From an optimization exercise on the open Yosys and OpenROAD flow, aimed at small area, a short achievable clock period and few clock cycles per item; shortcuts taken in it are not production practice. In this exercise RTL edits were held to simulation tests only and were not proved equivalent to the original.

**design/flow/run.sh**
```bash
#!/bin/bash
# synth_recipe.tcl (not shown) runs the flow's synth.tcl, then flattens the netlist and writes it again
# the make line also repeats each setting of config.mk as NAME=value (left out here)
make -C /OpenROAD-flow-scripts/flow DESIGN_CONFIG=/design/flow/config.mk WORK_HOME=/design/flow/orfs CLKGATE_MAP_FILE= SYNTH_SCRIPT=/design/flow/synth_recipe.tcl finish
```
**design/flow/config.mk**
```make
export PLATFORM = sky130hd
export DESIGN_NAME = iir_cascade_sched
export DESIGN_NICKNAME = iir_cascade_sched
export VERILOG_FILES = /design/flow/design.v
export SDC_FILE = /design/flow/constraint.sdc
export NUM_CORES = 4
export LEC_CHECK = 0
export CAP_MARGIN = 20
export CORE_MARGIN = 2
export CORE_UTILIZATION = 40
export SLEW_MARGIN = 20
```
**design/flow/constraint.sdc**
```tcl
create_clock -name core_clock -period 12.5 [get_ports {clk}]
set_input_delay 2.5000 -clock core_clock [delete_from_list [all_inputs] [get_ports {clk}]]
set_output_delay 2.5000 -clock core_clock [all_outputs]
set_load 0.01 [all_outputs]
```
**design/flow/design.v**
```verilog
`default_nettype none
package iir_pkg;
    typedef enum logic [1:0] {
        ST_IDLE = 2'd0,
        ST_MAC  = 2'd1,
        ST_WB   = 2'd2
    } iir_state_t;
    typedef enum logic [1:0] {
        MAC_HOLD = 2'd0,
        MAC_LOAD = 2'd1,
        MAC_ADD  = 2'd2,
        MAC_SUB  = 2'd3
    } mac_op_t;
    localparam logic [2:0] K_B0 = 3'd0;
    localparam logic [2:0] K_B1 = 3'd1;
    localparam logic [2:0] K_B2 = 3'd2;
    localparam logic [2:0] K_A1 = 3'd3;
    localparam logic [2:0] K_A2 = 3'd4;
    localparam int NUM_TAPS = 5;
    function automatic int data_width(input int nint, input int nfrac);
        data_width = nint + nfrac;
    endfunction
    function automatic int coef_width(input int nint, input int nfrac);
        coef_width = nint + nfrac;
    endfunction
    function automatic int acc_width(input int ndint, input int ndfrac,
                                     input int ncint, input int ncfrac);
        acc_width = (ndint + ncint + 3) + (ndfrac + ncfrac);
    endfunction
endpackage
`default_nettype wire
`default_nettype none
module round_n_sat #(
    parameter int IN_W  = 46,
    parameter int OUT_W = 25,
    parameter int SHIFT = 14
) (
    input  logic signed [IN_W-1:0]  din,
    output logic signed [OUT_W-1:0] dout
);
    localparam int c_sum_w = IN_W + 1;
    localparam int c_sh_w  = IN_W + 1 - SHIFT;
    localparam logic signed [c_sum_w-1:0] c_half =
        {{(c_sum_w-SHIFT){1'b0}}, 1'b1, {(SHIFT-1){1'b0}}};
    localparam logic signed [c_sh_w-1:0] c_max =
        {{(c_sh_w-OUT_W+1){1'b0}}, {(OUT_W-1){1'b1}}};
    localparam logic signed [c_sh_w-1:0] c_min =
        {{(c_sh_w-OUT_W+1){1'b1}}, {(OUT_W-1){1'b0}}};
    logic signed [c_sum_w-1:0] w_sum;
    logic signed [c_sh_w-1:0]  w_sh;
    assign w_sum = {din[IN_W-1], din} + c_half;
    assign w_sh  = c_sh_w'(w_sum >>> SHIFT);
    always_comb begin
        dout = w_sh[OUT_W-1:0];
        if (w_sh > c_max) begin
            dout = c_max[OUT_W-1:0];
        end else if (w_sh < c_min) begin
            dout = c_min[OUT_W-1:0];
        end
    end
endmodule
`default_nettype wire
`default_nettype none
module iir_mac_dsp48
#(
    parameter int A_W   = 25,
    parameter int B_W   = 18,
    parameter int ACC_W = 46
) (
    input  logic                    clk,
    input  logic                    reset,
    input  logic                    clr,
    input  iir_pkg::mac_op_t         op,
    input  logic signed [A_W-1:0]   a,
    input  logic signed [B_W-1:0]   b,
    output logic signed [ACC_W-1:0] acc
);
    localparam int c_prod_w = A_W + B_W;
    logic signed [c_prod_w-1:0] w_a_ext;
    logic signed [c_prod_w-1:0] w_b_ext;
    logic signed [c_prod_w-1:0] w_prod;
    logic signed [ACC_W-1:0]    w_prod_ext;
    logic signed [ACC_W-1:0]    r_acc;
    assign w_a_ext    = {{B_W{a[A_W-1]}}, a};
    assign w_b_ext    = {{A_W{b[B_W-1]}}, b};
    assign w_prod     = w_a_ext * w_b_ext;
    assign w_prod_ext = {{(ACC_W-c_prod_w){w_prod[c_prod_w-1]}}, w_prod};
    always_ff @(posedge clk or posedge reset) begin
        if (reset) begin
            r_acc <= '0;
        end else if (clr) begin
            r_acc <= '0;
        end else begin
            case (op)
                iir_pkg::MAC_LOAD: r_acc <= w_prod_ext;
                iir_pkg::MAC_ADD:  r_acc <= r_acc + w_prod_ext;
                iir_pkg::MAC_SUB:  r_acc <= r_acc - w_prod_ext;
                default:  r_acc <= r_acc;
            endcase
        end
    end
    assign acc = r_acc;
endmodule
`default_nettype wire
`default_nettype none
module iir_cascade_sched
#(
    parameter int Nsec   = 4,
    parameter int Ndint  = 3,
    parameter int Ndfrac = 22,
    parameter int Ncint  = 4,
    parameter int Ncfrac = 14
) (
    input  logic                       clk,
    input  logic                       reset,
    input  logic                       dv_in,
    input  logic [Ndint+Ndfrac-1:0]    d_in,
    output logic                       dv_out,
    output logic [Ndint+Ndfrac-1:0]    d_out,
    output logic                       busy,
    input  logic                       flush,
    input  logic                       coef_we,
    input  logic [$clog2(Nsec)+2:0]    coef_addr,
    input  logic [Ncint+Ncfrac-1:0]    coef_data,
    output logic                       ovr,
    output logic                       coef_err,
    input  logic                       err_clr
);
    localparam int c_dw   = iir_pkg::data_width(Ndint, Ndfrac);
    localparam int c_cw   = iir_pkg::coef_width(Ncint, Ncfrac);
    localparam int c_accw = iir_pkg::acc_width(Ndint, Ndfrac, Ncint, Ncfrac);
    localparam int c_aw   = $clog2(Nsec) + 3;
    localparam int c_sw   = (Nsec > 1) ? $clog2(Nsec) : 1;
    iir_pkg::iir_state_t r_state;
    iir_pkg::iir_state_t w_state_nxt;
    logic [c_sw-1:0]        r_sec;
    logic [2:0]             r_step;
    logic signed [c_dw-1:0] r_xin;
    logic signed [c_dw-1:0] r_x1 [Nsec];
    logic signed [c_dw-1:0] r_x2 [Nsec];
    logic signed [c_dw-1:0] r_y1 [Nsec];
    logic signed [c_dw-1:0] r_y2 [Nsec];
    logic signed [c_cw-1:0] r_coef [Nsec][iir_pkg::NUM_TAPS];
    logic                   r_dv_out;
    logic [c_dw-1:0]        r_d_out;
    logic                   r_ovr;
    logic                   r_coef_err;
    logic                   w_accept;
    logic                   w_wb_commit;
    logic                   w_last;
    logic                   w_busy;
    iir_pkg::mac_op_t                w_mac_op;
    logic signed [c_dw-1:0] w_mac_a;
    logic signed [c_cw-1:0] w_mac_b;
    logic signed [c_accw-1:0] w_acc;
    logic signed [c_dw-1:0] w_r;
    logic [c_aw-1:0]        w_addr_sec;
    logic                   w_coef_wr;
    assign w_busy = (r_state != iir_pkg::ST_IDLE);
    assign w_last = (r_sec == c_sw'(Nsec - 1));
    always_ff @(posedge clk or posedge reset) begin
        if (reset) begin
            r_state <= iir_pkg::ST_IDLE;
        end else begin
            r_state <= w_state_nxt;
        end
    end
    always_comb begin
        w_state_nxt = r_state;
        w_mac_op    = iir_pkg::MAC_HOLD;
        w_accept    = 1'b0;
        w_wb_commit = 1'b0;
        if (flush) begin
            w_state_nxt = iir_pkg::ST_IDLE;
        end else begin
            case (r_state)
                iir_pkg::ST_IDLE: begin
                    if (dv_in) begin
                        w_accept    = 1'b1;
                        w_state_nxt = iir_pkg::ST_MAC;
                    end
                end
                iir_pkg::ST_MAC: begin
                    case (r_step)
                        iir_pkg::K_B0:       w_mac_op = iir_pkg::MAC_LOAD;
                        iir_pkg::K_B1, iir_pkg::K_B2: w_mac_op = iir_pkg::MAC_ADD;
                        default:    w_mac_op = iir_pkg::MAC_SUB;
                    endcase
                    if (r_step == iir_pkg::K_A2) begin
                        w_state_nxt = iir_pkg::ST_WB;
                    end
                end
                iir_pkg::ST_WB: begin
                    w_wb_commit = 1'b1;
                    w_state_nxt = w_last ? iir_pkg::ST_IDLE : iir_pkg::ST_MAC;
                end
                default: w_state_nxt = iir_pkg::ST_IDLE;
            endcase
        end
    end
    always_comb begin
        w_mac_a = r_xin;
        w_mac_b = r_coef[r_sec][iir_pkg::K_B0];
        case (r_step)
            iir_pkg::K_B1: begin
                w_mac_a = r_x1[r_sec];
                w_mac_b = r_coef[r_sec][iir_pkg::K_B1];
            end
            iir_pkg::K_B2: begin
                w_mac_a = r_x2[r_sec];
                w_mac_b = r_coef[r_sec][iir_pkg::K_B2];
            end
            iir_pkg::K_A1: begin
                w_mac_a = r_y1[r_sec];
                w_mac_b = r_coef[r_sec][iir_pkg::K_A1];
            end
            iir_pkg::K_A2: begin
                w_mac_a = r_y2[r_sec];
                w_mac_b = r_coef[r_sec][iir_pkg::K_A2];
            end
            default: begin
                w_mac_a = r_xin;
                w_mac_b = r_coef[r_sec][iir_pkg::K_B0];
            end
        endcase
    end
    iir_mac_dsp48 #(
        .A_W   (c_dw),
        .B_W   (c_cw),
        .ACC_W (c_accw)
    ) u_mac (
        .clk   (clk),
        .reset (reset),
        .clr   (flush),
        .op    (w_mac_op),
        .a     (w_mac_a),
        .b     (w_mac_b),
        .acc   (w_acc)
    );
    round_n_sat #(
        .IN_W  (c_accw),
        .OUT_W (c_dw),
        .SHIFT (Ncfrac)
    ) u_rns (
        .din  (w_acc),
        .dout (w_r)
    );
    always_ff @(posedge clk or posedge reset) begin
        if (reset) begin
            r_sec  <= '0;
            r_step <= '0;
        end else if (flush || w_accept) begin
            r_sec  <= '0;
            r_step <= '0;
        end else if (r_state == iir_pkg::ST_MAC) begin
            r_step <= (r_step == iir_pkg::K_A2) ? 3'd0 : r_step + 3'd1;
        end else if (w_wb_commit && !w_last) begin
            r_sec <= r_sec + c_sw'(1);
        end
    end
    always_ff @(posedge clk or posedge reset) begin
        if (reset) begin
            r_xin <= '0;
            for (int i = 0; i < Nsec; i++) begin
                r_x1[i] <= '0;
                r_x2[i] <= '0;
                r_y1[i] <= '0;
                r_y2[i] <= '0;
            end
        end else if (flush) begin
            r_xin <= '0;
            for (int i = 0; i < Nsec; i++) begin
                r_x1[i] <= '0;
                r_x2[i] <= '0;
                r_y1[i] <= '0;
                r_y2[i] <= '0;
            end
        end else if (w_accept) begin
            r_xin <= d_in;
        end else if (w_wb_commit) begin
            r_xin        <= w_r;
            r_x2[r_sec]  <= r_x1[r_sec];
            r_x1[r_sec]  <= r_xin;
            r_y2[r_sec]  <= r_y1[r_sec];
            r_y1[r_sec]  <= w_r;
        end
    end
    assign w_addr_sec = coef_addr >> 3;
    assign w_coef_wr  = coef_we && !w_busy
                     && (coef_addr[2:0] < 3'd5)
                     && (w_addr_sec < c_aw'(Nsec));
    always_ff @(posedge clk or posedge reset) begin
        if (reset) begin
            for (int s = 0; s < Nsec; s++) begin
                for (int k = 0; k < iir_pkg::NUM_TAPS; k++) begin
                    r_coef[s][k] <= '0;
                end
            end
        end else if (w_coef_wr) begin
            r_coef[w_addr_sec[c_sw-1:0]][coef_addr[2:0]] <= coef_data;
        end
    end
    always_ff @(posedge clk or posedge reset) begin
        if (reset) begin
            r_dv_out   <= 1'b0;
            r_d_out    <= '0;
            r_ovr      <= 1'b0;
            r_coef_err <= 1'b0;
        end else begin
            r_dv_out <= w_wb_commit && w_last;
            if (w_wb_commit && w_last) begin
                r_d_out <= w_r;
            end
            r_ovr      <= (dv_in && w_busy && !flush) || (r_ovr && !err_clr);
            r_coef_err <= (coef_we && w_busy) || (r_coef_err && !err_clr);
        end
    end
    assign dv_out   = r_dv_out;
    assign d_out    = r_d_out;
    assign busy     = w_busy;
    assign ovr      = r_ovr;
    assign coef_err = r_coef_err;
endmodule
`default_nettype wire
```
==> results.json <==
{
  "slew_headroom_pct": 22.7,
  "status": "finished clean",
  "critPathMaxFanout": 20,
  "endpoint_kind": "register",
  "start_util_pct": 40.1,
  "synth-seq-cells": 866,
  "drt_iter0_markers": 7316,
  "synthAdderAreaFrac_pct": 17.0,
  "dr_wl_met3_mm": 21.1,
  "netlist_instances": 7011,
  "final.fill_count": 15700,
  "synth_xor_area_share_pct": 2.00,
  "root_buffer": "clkbuf_16",
  "min_period_ns": 11.96,
  "synth-edff-count": 0,
  "num_rows": 148,
  "crit_type": "register to register",
  "wire_per_inst_microns": 26.8,
  "critPathArrivalTime_ns": 12.68,
  "dieArea_sq_mm": 0.166,
  "utilization_pct": 45.6,
  "place.gp.congestion": 0.986,
  "setup_tns_ns": 0,
  "grt_pass1_wl_mm": 376,
  "die_h_microns": 407,
  "slowest_delay_ns": 0.95,
  "ys.flop_type": "dfrtp_1",
  "synth_top_family_by_area": "compound AO/OA/AOI/OAI gates",
  "viasPerCell": 6.16,
  "worstSkewPairLatency_ns": 0.79,
  "whs_ns": 0.469,
  "final-setup-viol-count": 0,
  "start_kind": "register",
  "slowest_stage": "nor2_1",
  "core_area_sq_mm": 0.162,
  "dr_wl_met2_mm": 116,
  "cts_tree": "yes",
  "port_buffers": 82,
  "antenna_left": 0,
  "clk_pin_slew_ns": 0.07,
  "wl_met1_mm": 99.6,
  "tightest_slew_ns": 1.16,
  "fin_area_sq_mm": 0.0740,
  "post-dp-hpwl_mm": 173,
  "drive_above_1_share_pct": 17.8,
  "yosys.area_share.simple_pct": 13.1,
  "period_share_pct": 95.7,
  "finalNonFillerCells": 9365,
  "fmax_mhz": 83.6,
  "io_pins": 83,
  "drv_slew": 0,
  "rsz0062_at_grt": "false",
  "routed_wl_mm": 251,
  "syn_area_per_cell_sq_um": 9.29,
  "drv_cap": 0,
  "grt_pass1_vias": 57500,
  "whs_path_depth": 2,
  "ff2ff_path_depth": 46,
  "cts_hold_buf": 0,
  "drc": 0,
  "finalHoldViolCount": 0,
  "min_path_type": "register to register",
  "area_growth_pct": 13.7,
  "antenna_found_initial": 7,
  "ys_warn_count": 8,
  "synth_fp_nets": 7681,
  "clock-sinks": 866,
  "ys_types": 104,
  "grtUsageTotal_pct": 29.6,
  "top_layer_used": "met5",
  "dr.pass1.iters": 11,
  "h-tree-depth": 3,
  "worstPathRequired_ns": 13.22,
  "vias": 57700,
  "synthArstFlopShare_pct": 100,
  "synth-compound-area-share_pct": 19.2,
  "fp.dieW_microns": 407,
  "finClkSkew_ns": 0.0761,
  "cts_buffer_depth": 3,
  "synthMuxAreaShare_pct": 9.05,
  "placed_area_sq_mm": 0.0704,
  "post-place-cells": 9177,
  "grt_start_max_net_pins": 155,
  "numCtsBuffers": 99,
  "layout.nets": 7780,
  "overflow": 0,
  "netlist_area_sq_mm": 0.0651,
  "ys_seq_area_share_pct": 33.3
}
## flip-flops by register name, summed over array words and instances (netlist names)
name	count
r_coef	360
r_coef_err	1
r_d_out	25
r_dv_out	1
r_ovr	1
r_sec	2
r_state	2
r_step	3
r_x1	100
r_x2	100
r_xin	25
r_y1	100
r_y2	100
u_mac.r_acc	46
## placed cells by master (no fill, tap or decap), drive strengths merged, types with 18 or more instances in the layout
cell           instances
nor3                  66
o31ai                 61
a21oi                409
nand4                 83
and3                  21
o211ai                18
clkbuf               133
a21o                  73
and2                  25
a22o                  30
a21boi                22
o21a                  29
a222oi               158
ha                   172
dfrtp                866
or2                   32
nor2b                 46
clkdlybuf4s50         81
xor2                  53
buf                  425
a22oi                160
xnor2                 96
a31oi                 43
mux2                 516
nand2                876
nand2b                58
o21ai                447
o2111ai               28
nor2                 545
fa                   444
nand3                105
a211oi               109
inv                  566
a221oi                99
clkinv                34
## logic make-up after synthesis
family                     Yosys count
buffers and inverters             1077
AOI/OAI and AO/OA                 1839
xor gates and xnor gates           149
muxes                              524
DFF                                866
and+or+nand+nor                   1940
adders and majority gates          616
## cells in the mapped netlist (17+ instances only)
cell | count | area, sq um
nor2b_1 | 46 | 288
a22oi_1 | 160 | 1200
a22o_1 | 30 | 263
and2_1 | 22 | 138
o2111ai_1 | 28 | 245
xnor2_1 | 96 | 841
nand2_1 | 876 | 3290
fa_1 | 444 | 8890
a211oi_1 | 107 | 803
clkbuf_1 | 416 | 1560
o21ai_0 | 419 | 2100
o21ai_1 | 27 | 135
o31ai_1 | 61 | 458
ha_1 | 172 | 2150
buf_1 | 66 | 248
xor2_1 | 53 | 464
a221oi_1 | 97 | 850
a31oi_1 | 43 | 269
dfrtp_1 | 866 | 21700
nand2b_1 | 57 | 357
nand4_1 | 83 | 519
a21oi_1 | 402 | 2010
nor2_1 | 545 | 2050
a21o_1 | 73 | 548
nand3_1 | 105 | 526
o211ai_1 | 17 | 128
or2_2 | 30 | 188
and3_1 | 20 | 125
o21a_1 | 29 | 218
mux2_2 | 516 | 5810
a222oi_1 | 158 | 1580
inv_1 | 565 | 2120
nor3_1 | 64 | 320
## layer usage
| layer | vias to the layer above | GRT usage [%] |
|---|---|---|
| met5 | - | 0 |
| met4 | 8 | 14.9 |
| met3 | 743 | 5.70 |
| met2 | 2969 | 47.2 |
| met1 | 29100 | 38.5 |
| li1 | 24900 | - |
## worst max-delay path: cells and delay by family, from the launching register on
family	cells	cell delay [ns]
compound gates	14	2.38
xor+xnor	2	0.33
fa+ha+maj	9	3.80
buf+inv	10	1.67
flops	1	0.38
simple gates	11	3.38
## repair_timing
item | 4_1_cts | 5_1_grt
setup endpoints to repair | 0 | 14
endpoints found under the hold margin | 0 | 0
buffers inserted | 0 | 7
resized for setup | 0 | 41
## cell type report
type	instances	area, sq um	area share (%)
Multi-Input combinational cell	5068	39800	53.8
Sequential cell	866	21700	29.3
Timing Repair Buffer	507	4350	5.87
Clock buffer	132	2770	3.74
Tap cell	2175	2720	3.68
Inverter	568	2150	2.90
Clock inverter	47	529	0.715
Antenna cell	2	5.00	0.00676
## final timing paths
| path | end | slack [ns] | startpoint |
|---|---|---|---|
| setup / recovery | u_mac.r_acc[45] | 0.54 | r_sec[1] |
| min in group asynchronous | u_mac.r_acc[35] | 2.06 | reset |
| hold reg to reg | r_x1[1][8] | 0.47 | r_x1[1][8] |
| hold / removal | r_x1[1][8] | 0.47 | r_x1[1][8] |
| setup reg to reg | u_mac.r_acc[45] | 0.54 | r_sec[1] |
| max in group asynchronous | r_x2[3][10] | 8.12 | reset |
## through the flow
step	setup slack, ns
6_report	0.538
5_1_grt	0.00401
4_1_cts	0.0312
3_5_place_dp	0.0283
3_3_place_gp	0.0708
2_1_floorplan	-1.90
Testbench counts, summed over its fixed seeds: cycles 60,008, items 2,400.

[port drivers added, routing unchanged]
In the flow no input, the clock included, has a driving cell. The finished layout below was timed again as built, in two steps.
Step 1: set_driving_cell puts a clkbuf_16 on clk and a buf_2 on each other input, an assumption about the parent block.
Step 2 adds t to the input delays and takes it off the output delays; t is the mean of the earliest and latest rising clock arrival at the registers after step 1. Input paths then give back, and output paths get back, about the clock's delay inside the block.
Three values: ideal, step 1, step 2; two values: the first two.
t, ns: 0.832
setup slack, ns: 0.538 / 0.538 / 0.538
worst hold slack (ns): 0.469 / 0.469 / 0.469
pins driven straight from the clock port: 1
After both steps this run still meets setup and hold. The setup slack of this run moves by 0.000 ns with the drivers and by 0.000 ns with both steps.
